What follows belongs to an exercise in optimizing a design on an open flow for small area, a short achievable clock period and few clock cycles per item; a production flow would make more cautious choices. The RTL was checked by simulation tests, not by an equivalence proof against the original design. Power figures rest on the tool's default switching activity, not on a simulated workload.

==> flow/design.v <==
`default_nettype none
package wrnp_pkg;
  localparam int SIDE_COUNT = 17;
  localparam int COUNT_BITS = 16;
  localparam int SIDE_W     = $clog2(SIDE_COUNT);
  localparam int CFG_W      = 16;
  localparam int VAL_W      = (COUNT_BITS > CFG_W) ? COUNT_BITS : CFG_W;
  localparam int WEIGHT_W   = VAL_W + 2;
  localparam int TOTAL_W    = WEIGHT_W + 5;
  localparam int RV_W       = 31;
  localparam int RV_CNT_W   = $clog2(RV_W);
  localparam int SITE_W     = 8;
  localparam logic [CFG_W-1:0]  MAXD_RESET   = 16'd255;
  localparam logic [SITE_W-1:0] SITE_INVALID = 8'hFF;
  localparam logic [SITE_W-1:0] SITE_LAST    = 8'h0F;
  localparam logic MODE_WRITE = 1'b0;
  localparam logic MODE_PICK  = 1'b1;
  typedef struct packed {
    logic                  nonempty;
    logic [COUNT_BITS-1:0] distance;
    logic [COUNT_BITS-1:0] active;
    logic                  target_valid;
  } entry_t;
  localparam int ENTRY_W = 1 + COUNT_BITS + COUNT_BITS + 1;
  function automatic logic site_listed(input logic [3:0] site, input logic [SIDE_W-1:0] side);
    logic hit;
    hit = 1'b0;
    case (site)
      4'd2:    hit = (side == 5'd4 || side == 5'd13 || side == 5'd14);
      4'd3:    hit = (side == 5'd12 || side == 5'd13 || side == 5'd14);
      4'd4:    hit = (side == 5'd2 || side == 5'd12 || side == 5'd13);
      4'd12:   hit = (side == 5'd3 || side == 5'd4 || side == 5'd14);
      4'd13:   hit = (side == 5'd2 || side == 5'd3 || side == 5'd4);
      4'd14:   hit = (side == 5'd2 || side == 5'd3 || side == 5'd12);
      default: hit = 1'b0;
    endcase
    site_listed = hit;
  endfunction
  function automatic logic [WEIGHT_W-1:0] side_weight(
    input logic [3:0]        site,
    input logic [SIDE_W-1:0] side,
    input entry_t            e,
    input logic [CFG_W-1:0]  maxd,
    input logic              node,
    input logic              uni
  );
    logic [WEIGHT_W-1:0] plus;
    logic [WEIGHT_W-1:0] minus;
    logic [WEIGHT_W-1:0] w;
    plus  = WEIGHT_W'(maxd) + WEIGHT_W'(e.active);
    minus = WEIGHT_W'(e.distance);
    w     = '0;
    if (site == 4'd0) begin
      if (e.nonempty && (side == 5'd2 || side == 5'd3 || side == 5'd4 || side == 5'd12 || side == 5'd13 || side == 5'd14))
        w = WEIGHT_W'(1);
    end else if (site == 4'd2 || site == 4'd3 || site == 4'd4 || site == 4'd12 || site == 4'd13 || site == 4'd14) begin
      if (site_listed(site, side))
        w = (plus > minus) ? plus - minus : '0;
      else if (side == 5'd8 && node)
        w = plus;
      else if (side == 5'd16 && e.target_valid)
        w = WEIGHT_W'(maxd);
    end
    if (uni && w != '0)
      w = WEIGHT_W'(1);
    side_weight = w;
  endfunction
endpackage
`default_nettype wire
`default_nettype none
module wrnp_ram #(
  parameter int WIDTH = 8,
  parameter int DEPTH = 16
) (
  input  wire logic                     clk,
  input  wire logic                     we,
  input  wire logic [$clog2(DEPTH)-1:0] waddr,
  input  wire logic [WIDTH-1:0]         wdata,
  input  wire logic [$clog2(DEPTH)-1:0] raddr,
  output logic      [WIDTH-1:0]         rdata
);
  logic [WIDTH-1:0] mem [DEPTH];
  always_ff @(posedge clk) begin
    if (we)
      mem[waddr] <= wdata;
    rdata <= mem[raddr];
  end
endmodule
`default_nettype wire
`default_nettype none
module wrnp_div (
  input  wire logic                          clk,
  input  wire logic                          rst,
  input  wire logic                          start,
  input  wire logic [wrnp_pkg::RV_W-1:0]     dividend,
  input  wire logic [wrnp_pkg::TOTAL_W-1:0]  divisor,
  output logic                               done,
  output logic      [wrnp_pkg::TOTAL_W-1:0]  rem
);
  logic                             busy;
  logic [wrnp_pkg::RV_CNT_W-1:0]    cnt;
  logic [wrnp_pkg::RV_W-1:0]        quo;
  logic [wrnp_pkg::TOTAL_W:0]       trial;
  logic [wrnp_pkg::TOTAL_W-1:0]     rem_next;
  assign trial = {rem, quo[wrnp_pkg::RV_W-1]};
  always_comb begin
    if (trial >= {1'b0, divisor})
      rem_next = wrnp_pkg::TOTAL_W'(trial - {1'b0, divisor});
    else
      rem_next = trial[wrnp_pkg::TOTAL_W-1:0];
  end
  always_ff @(posedge clk) begin
    if (rst) begin
      busy <= 1'b0;
      done <= 1'b0;
      cnt  <= '0;
    end else begin
      done <= 1'b0;
      if (start) begin
        busy <= 1'b1;
        cnt  <= wrnp_pkg::RV_CNT_W'(wrnp_pkg::RV_W - 1);
        quo  <= dividend;
        rem  <= '0;
      end else if (busy) begin
        rem <= rem_next;
        quo <= {quo[wrnp_pkg::RV_W-2:0], 1'b0};
        cnt <= cnt - 1'b1;
        if (cnt == '0) begin
          busy <= 1'b0;
          done <= 1'b1;
        end
      end
    end
  end
endmodule
`default_nettype wire
`default_nettype none
module weighted_random_neighbor_pick (
  input  wire logic                              clk,
  input  wire logic                              rst,
  input  wire logic                              in_valid,
  output logic                                   in_ready,
  input  wire logic                              mode,
  input  wire logic [4:0]                        entry_index,
  input  wire logic                              entry_nonempty,
  input  wire logic [15:0]                       entry_distance,
  input  wire logic [15:0]                       entry_active,
  input  wire logic                              entry_target_valid,
  input  wire logic [wrnp_pkg::SITE_W-1:0]       start_site,
  input  wire logic                              at_node,
  input  wire logic                              uniform_weights,
  input  wire logic [wrnp_pkg::RV_W-1:0]         random_value,
  output logic                                   out_valid,
  input  wire logic                              out_ready,
  output logic      [wrnp_pkg::SITE_W-1:0]       next_site,
  output logic                                   moved,
  input  wire logic                              cfg_we,
  input  wire logic [wrnp_pkg::CFG_W-1:0]        cfg_wdata
);
  typedef enum logic [2:0] {S_IDLE, S_SUM, S_DIV, S_PICK, S_FINISH} state_t;
  state_t                              state;
  logic [wrnp_pkg::SIDE_W-1:0]         cnt;
  logic                                rd_pend;
  logic [wrnp_pkg::SIDE_W-1:0]         rd_side;
  logic [3:0]                          site;
  logic                                node;
  logic                                uni;
  logic [wrnp_pkg::RV_W-1:0]           rv;
  logic [wrnp_pkg::TOTAL_W-1:0]        total;
  logic [wrnp_pkg::TOTAL_W-1:0]        run;
  logic [wrnp_pkg::TOTAL_W-1:0]        rem_val;
  logic [wrnp_pkg::SITE_W-1:0]         res_site;
  logic                                res_moved;
  logic [wrnp_pkg::CFG_W-1:0]          maxd;
  logic [wrnp_pkg::SIDE_COUNT-1:0]     valid;
  logic                                div_start;
  logic                                accept;
  logic                                wr_en;
  wrnp_pkg::entry_t                    wr_entry;
  logic [wrnp_pkg::ENTRY_W-1:0]        ram_q;
  wrnp_pkg::entry_t                    entry;
  logic [wrnp_pkg::WEIGHT_W-1:0]       w;
  logic [wrnp_pkg::TOTAL_W-1:0]        total_next;
  logic [wrnp_pkg::TOTAL_W-1:0]        run_next;
  logic                                div_done;
  logic [wrnp_pkg::TOTAL_W-1:0]        div_rem;
  logic                                last_side;
  assign in_ready = (state == S_IDLE);
  assign accept   = in_valid && in_ready;
  assign wr_en    = accept && (mode == wrnp_pkg::MODE_WRITE) &&
                    (entry_index < wrnp_pkg::SIDE_W'(wrnp_pkg::SIDE_COUNT));
  always_comb begin
    wr_entry.nonempty     = entry_nonempty;
    wr_entry.distance     = wrnp_pkg::COUNT_BITS'(entry_distance);
    wr_entry.active       = wrnp_pkg::COUNT_BITS'(entry_active);
    wr_entry.target_valid = entry_target_valid;
  end
  wrnp_ram #(
    .WIDTH (wrnp_pkg::ENTRY_W),
    .DEPTH (wrnp_pkg::SIDE_COUNT)
  ) u_table (
    .clk   (clk),
    .we    (wr_en),
    .waddr (entry_index),
    .wdata (wr_entry),
    .raddr (cnt),
    .rdata (ram_q)
  );
  assign entry      = valid[rd_side] ? wrnp_pkg::entry_t'(ram_q) : '0;
  assign w          = wrnp_pkg::side_weight(site, rd_side, entry, maxd, node, uni);
  assign total_next = total + wrnp_pkg::TOTAL_W'(w);
  assign run_next   = run + wrnp_pkg::TOTAL_W'(w);
  assign last_side  = (rd_side == wrnp_pkg::SIDE_W'(wrnp_pkg::SIDE_COUNT - 1));
  wrnp_div u_div (
    .clk      (clk),
    .rst      (rst),
    .start    (div_start),
    .dividend (rv),
    .divisor  (total),
    .done     (div_done),
    .rem      (div_rem)
  );
  always_ff @(posedge clk) begin
    if (rst) begin
      state     <= S_IDLE;
      out_valid <= 1'b0;
      valid     <= '0;
      maxd      <= wrnp_pkg::MAXD_RESET;
      div_start <= 1'b0;
      rd_pend   <= 1'b0;
      cnt       <= '0;
    end else begin
      if (cfg_we)
        maxd <= cfg_wdata;
      if (out_valid && out_ready)
        out_valid <= 1'b0;
      div_start <= 1'b0;
      if (state == S_SUM || state == S_PICK) begin
        if (cnt < wrnp_pkg::SIDE_W'(wrnp_pkg::SIDE_COUNT)) begin
          cnt     <= cnt + 1'b1;
          rd_pend <= 1'b1;
          rd_side <= cnt;
        end else begin
          rd_pend <= 1'b0;
        end
      end
      case (state)
        S_IDLE: begin
          if (accept) begin
            if (mode == wrnp_pkg::MODE_WRITE) begin
              if (wr_en)
                valid[entry_index] <= 1'b1;
              res_site  <= '0;
              res_moved <= 1'b0;
              state     <= S_FINISH;
            end else if (start_site > wrnp_pkg::SITE_LAST) begin
              res_site  <= wrnp_pkg::SITE_INVALID;
              res_moved <= 1'b0;
              state     <= S_FINISH;
            end else begin
              site    <= start_site[3:0];
              node    <= at_node;
              uni     <= uniform_weights;
              rv      <= random_value;
              total   <= '0;
              cnt     <= '0;
              rd_pend <= 1'b0;
              state   <= S_SUM;
            end
          end
        end
        S_SUM: begin
          if (rd_pend) begin
            total <= total_next;
            if (last_side) begin
              rd_pend <= 1'b0;
              if (total_next == '0) begin
                res_site  <= wrnp_pkg::SITE_W'(site);
                res_moved <= 1'b0;
                state     <= S_FINISH;
              end else begin
                div_start <= 1'b1;
                state     <= S_DIV;
              end
            end
          end
        end
        S_DIV: begin
          if (div_done) begin
            rem_val <= div_rem;
            run     <= '0;
            cnt     <= '0;
            rd_pend <= 1'b0;
            state   <= S_PICK;
          end
        end
        S_PICK: begin
          if (rd_pend) begin
            run <= run_next;
            if (run_next > rem_val) begin
              rd_pend <= 1'b0;
              state   <= S_FINISH;
              if (rd_side != '0) begin
                res_site  <= wrnp_pkg::SITE_W'(rd_side);
                res_moved <= 1'b1;
              end else begin
                res_site  <= wrnp_pkg::SITE_W'(site);
                res_moved <= 1'b0;
              end
            end else if (last_side) begin
              rd_pend   <= 1'b0;
              res_site  <= wrnp_pkg::SITE_W'(site);
              res_moved <= 1'b0;
              state     <= S_FINISH;
            end
          end
        end
        S_FINISH: begin
          if (!out_valid || out_ready) begin
            out_valid <= 1'b1;
            next_site <= res_site;
            moved     <= res_moved;
            state     <= S_IDLE;
          end
        end
        default: state <= S_IDLE;
      endcase
    end
  end
endmodule
`default_nettype wire
==> flow/run.sh <==
#!/bin/bash
# synth_recipe.tcl (not shown) runs the flow's synth.tcl, then flattens the netlist and writes it again
# the make line also repeats each setting of config.mk as NAME=value (left out here)
make -C /OpenROAD-flow-scripts/flow DESIGN_CONFIG=/design/flow/config.mk WORK_HOME=/design/flow/orfs CLKGATE_MAP_FILE= SYNTH_SCRIPT=/design/flow/synth_recipe.tcl finish
==> flow/config.mk <==
export PLATFORM = sky130hd
export DESIGN_NAME = weighted_random_neighbor_pick
export DESIGN_NICKNAME = weighted_random_neighbor_pick
export VERILOG_FILES = /design/flow/design.v
export SDC_FILE = /design/flow/constraint.sdc
export NUM_CORES = 4
export LEC_CHECK = 0
export CAP_MARGIN = 20
export CORE_MARGIN = 2
export CORE_UTILIZATION = 40
export SLEW_MARGIN = 20
==> flow/constraint.sdc <==
create_clock -name core_clock -period 11.0 [get_ports {clk}]
set_input_delay 2.2000 -clock core_clock [delete_from_list [all_inputs] [get_ports {clk}]]
set_output_delay 2.2000 -clock core_clock [all_outputs]
set_load 0.01 [all_outputs]
==> results_dict.tcl <==
set metrics [dict create \
    io_buffers 112 \
    regArea_um2 24400 \
    max-vdd-ir-drop_uv 152 \
    hp-class "reg -> reg" \
    core.rowCount 112 \
    antenna_found_initial 3 \
    fillCellCount 8071 \
    holdBufCountCts 0 \
    syn_to_final_growth_pct 15.3 \
    status "finished clean" \
    clk_latency_ps 670 \
    drc 0 \
    leakagePower_nw 14.9 \
    async_reset_ff_frac 0 \
    critical-path-slowest-cell "mux4_2" \
    min_period_over_period 0.947 \
    via_per_inst 5.54 \
    synth-main-ff-cell "edfxtp_1" \
    worstPathArrival_ps 10780 \
    mostFrequentLayoutCells "757 x edfxtp_1, 175 x mux4_2, 165 x nor2_1" \
    maxSlewViolCount 0 \
    clkTransAtPathRegs_ps 60 \
    fmax_mhz 96.0 \
    hold_viol 0 \
    layout-drive-gt1-share 0.183 \
    overflow 0 \
    wl_um 92900 \
    tns_ps 0 \
    first_pass_iters 6 \
    wire_per_inst_um 23.7 \
    fin_util 0.466 \
    tightest_slew_ps 1090 \
    boundaryPins 113 \
    clockRootBuffer "clkbuf_16" \
    die_area_um2 96900 \
    worst_setup_path_start_kind "register" \
    grt_pass1_wl_um 139000 \
    holdWs_ps 436 \
    cts_tree "done" \
    mostFrequentLayoutCell "edfxtp_1" \
    p_per_area_nw_per_um2 174 \
    critPathMaxStageDelay_ps 540 \
    diodes 0 \
    relSlewSlack 0.268 \
    syn_area_per_cell_um2 15.6 \
    netlist_instances 2427 \
    setup_viol 0 \
    gp_congestion 0.918 \
    hpwl_um 57700 \
    cts_made_buffers 89 \
    path_max_fanout 25 \
    syn-num-nets 2654 \
    start_util 0.404 \
    ys_seq_elements 842 \
    min_period_ps 10420 \
    ys_seq_area_frac 0.647 \
    critPathRequiredTime_ps 11350 \
    htreeDepth 3 \
    core_area_um2 93500 \
    grt_max_degree 65 \
    nets 2815 \
    cap_viol_max_count 0 \
    fin_worst_skew_ps 38.6 \
    antenna_left 0 \
    path_class "reg -> reg" \
    track_usage 0.190 \
    cts.path.max_buffers 3 \
    end_kind "register" \
    drt_iter0_markers 1901 \
    yosysUniqueCellTypes 88 \
    ys_warn_count 3 \
    grt_pass1_vias 22100 \
    die_h_um 311 \
    vias 21700 \
    synth_edf_count 757 \
    clock-sinks 842 \
    multi_input_area_um2 12800 \
    dieWidth_um 311 \
    synth_area_um2 37800 \
]
-- flip-flops by register name, indices dropped and copies added (netlist names), 23 cells and up --
name	count
run	23
u_table.mem	578
u_div.rem	23
u_table.rdata	34
total	23
u_div.quo	31
rem_val	23
rv	31
-- worst max-delay path: cells and delay by family (launching register included) --
kind	cells	cell delay, ps
compound gates	21	4690
fa+ha+maj	4	1310
simple gates	12	1590
buf+inv	4	710
flops	1	490
mux	2	1020
xor+xnor	2	300
-- final timing paths --
path	startpoint	to	slack, ps	depth (start not counted)
setup / recovery	rd_side[0]	res_site[0]	580	45
hold / removal	res_site[6]	next_site[6]	440	0
setup reg to reg	rd_side[0]	res_site[0]	580	45
hold reg to reg	res_site[6]	next_site[6]	440	0
-- final cells by class --
type                       count  share of cell area
clock buffer                 117              0.0553
sequential                   842               0.561
multi-input combinational   1403               0.294
inverter                      87             0.00750
tap                         1254              0.0360
clock inverter                45              0.0107
timing repair buffer         165              0.0348
-- per-layer routing --
metal / share of wire / global-route usage
met1: 0.43 / 0.252
met2: 0.49 / 0.321
met3: 0.054 / 0.0323
met4: 0.024 / 0.0550
met5: 0.00025 / 0
-- cell families after synthesis --
kind of cell,synth area share
fa+ha+maj,0.0423
buf+inv,0.0188
mux,0.133
compound gates,0.0670
flops,0.647
xor+xnor,0.0204
simple gates,0.0713
-- synth_stat cells, drive strengths merged, types with 15 or more instances --
cell type	count	share of area
edfxtp	757	0.60
mux4	175	0.10
nor2	172	0.017
ha	122	0.040
nand2	109	0.011
a21oi	108	0.014
inv	86	0.0085
dfxtp	85	0.045
clkbuf	66	0.0066
mux2	65	0.019
xnor2	60	0.014
o21ai	59	0.0079
a21o	41	0.0082
nor3	37	0.0049
mux2i	36	0.0095
and2	34	0.0056
nor2b	33	0.0055
and3	32	0.0053
nand3	32	0.0042
buf	29	0.0036
xor2	28	0.0065
nand2b	22	0.0036
o21a	22	0.0044
nand4	18	0.0030
a211oi	15	0.0030
a31oi	15	0.0029
-- repair_timing --
item	in CTS	in global routing
setup endpoints to repair	0	18
buffers inserted	0	1
resized for setup	0	22
-- report_power, final --
group	switching, W	internal [W]
sequential	0.0000802	0.00359
combinational	0.000473	0.000483
clock	0.00125	0.00169
-- stage by stage --
stage / area, um^2 / cells / worst slack [ps] / total power (W)
detailed placement: 40600 / 3750 / 284 / 0.00470
global placement: 40600 / 3750 / 488 / 0.00469
global route: 43500 / 3913 / -44.6 / 0.00787
floorplan: 37800 / 2427 / 1530 / 0.00440
CTS: 43400 / 3912 / 247 / 0.00766
finish: 43500 / 3913 / 579 / 0.00757
Testbench counts, summed over its fixed seeds: cycles 302,326, items 8,000.

-- re-timing with driven ports --
The flow's constraints put no driver on any port. The routed layout listed below was extracted and timed again, unchanged, in two steps. Step 1 sets driving cells, clkbuf_16 on the clock port and buf_2 on the other inputs (assumed; they add their load-dependent delay and slew). Step 2 adds t to the input delays and takes it off the output delays; t is the mean of the earliest and latest rising clock arrival at the registers after step 1. Input paths then give back, and output paths get back, about the clock's delay inside the block. Slacks: no drivers / after step 1 / after step 2; pairs: no drivers / after step 1.
shift t [ns]: 0.718
setup slack, ns: 0.579 / 0.579 / 0.579
worst setup path after step 2: register to register
cell pins on the clock port's net: 1
After both steps setup and hold are still met in this run. For this run, drivers alone change the setup slack by 0.000 ns; drivers and shift together by 0.000 ns.
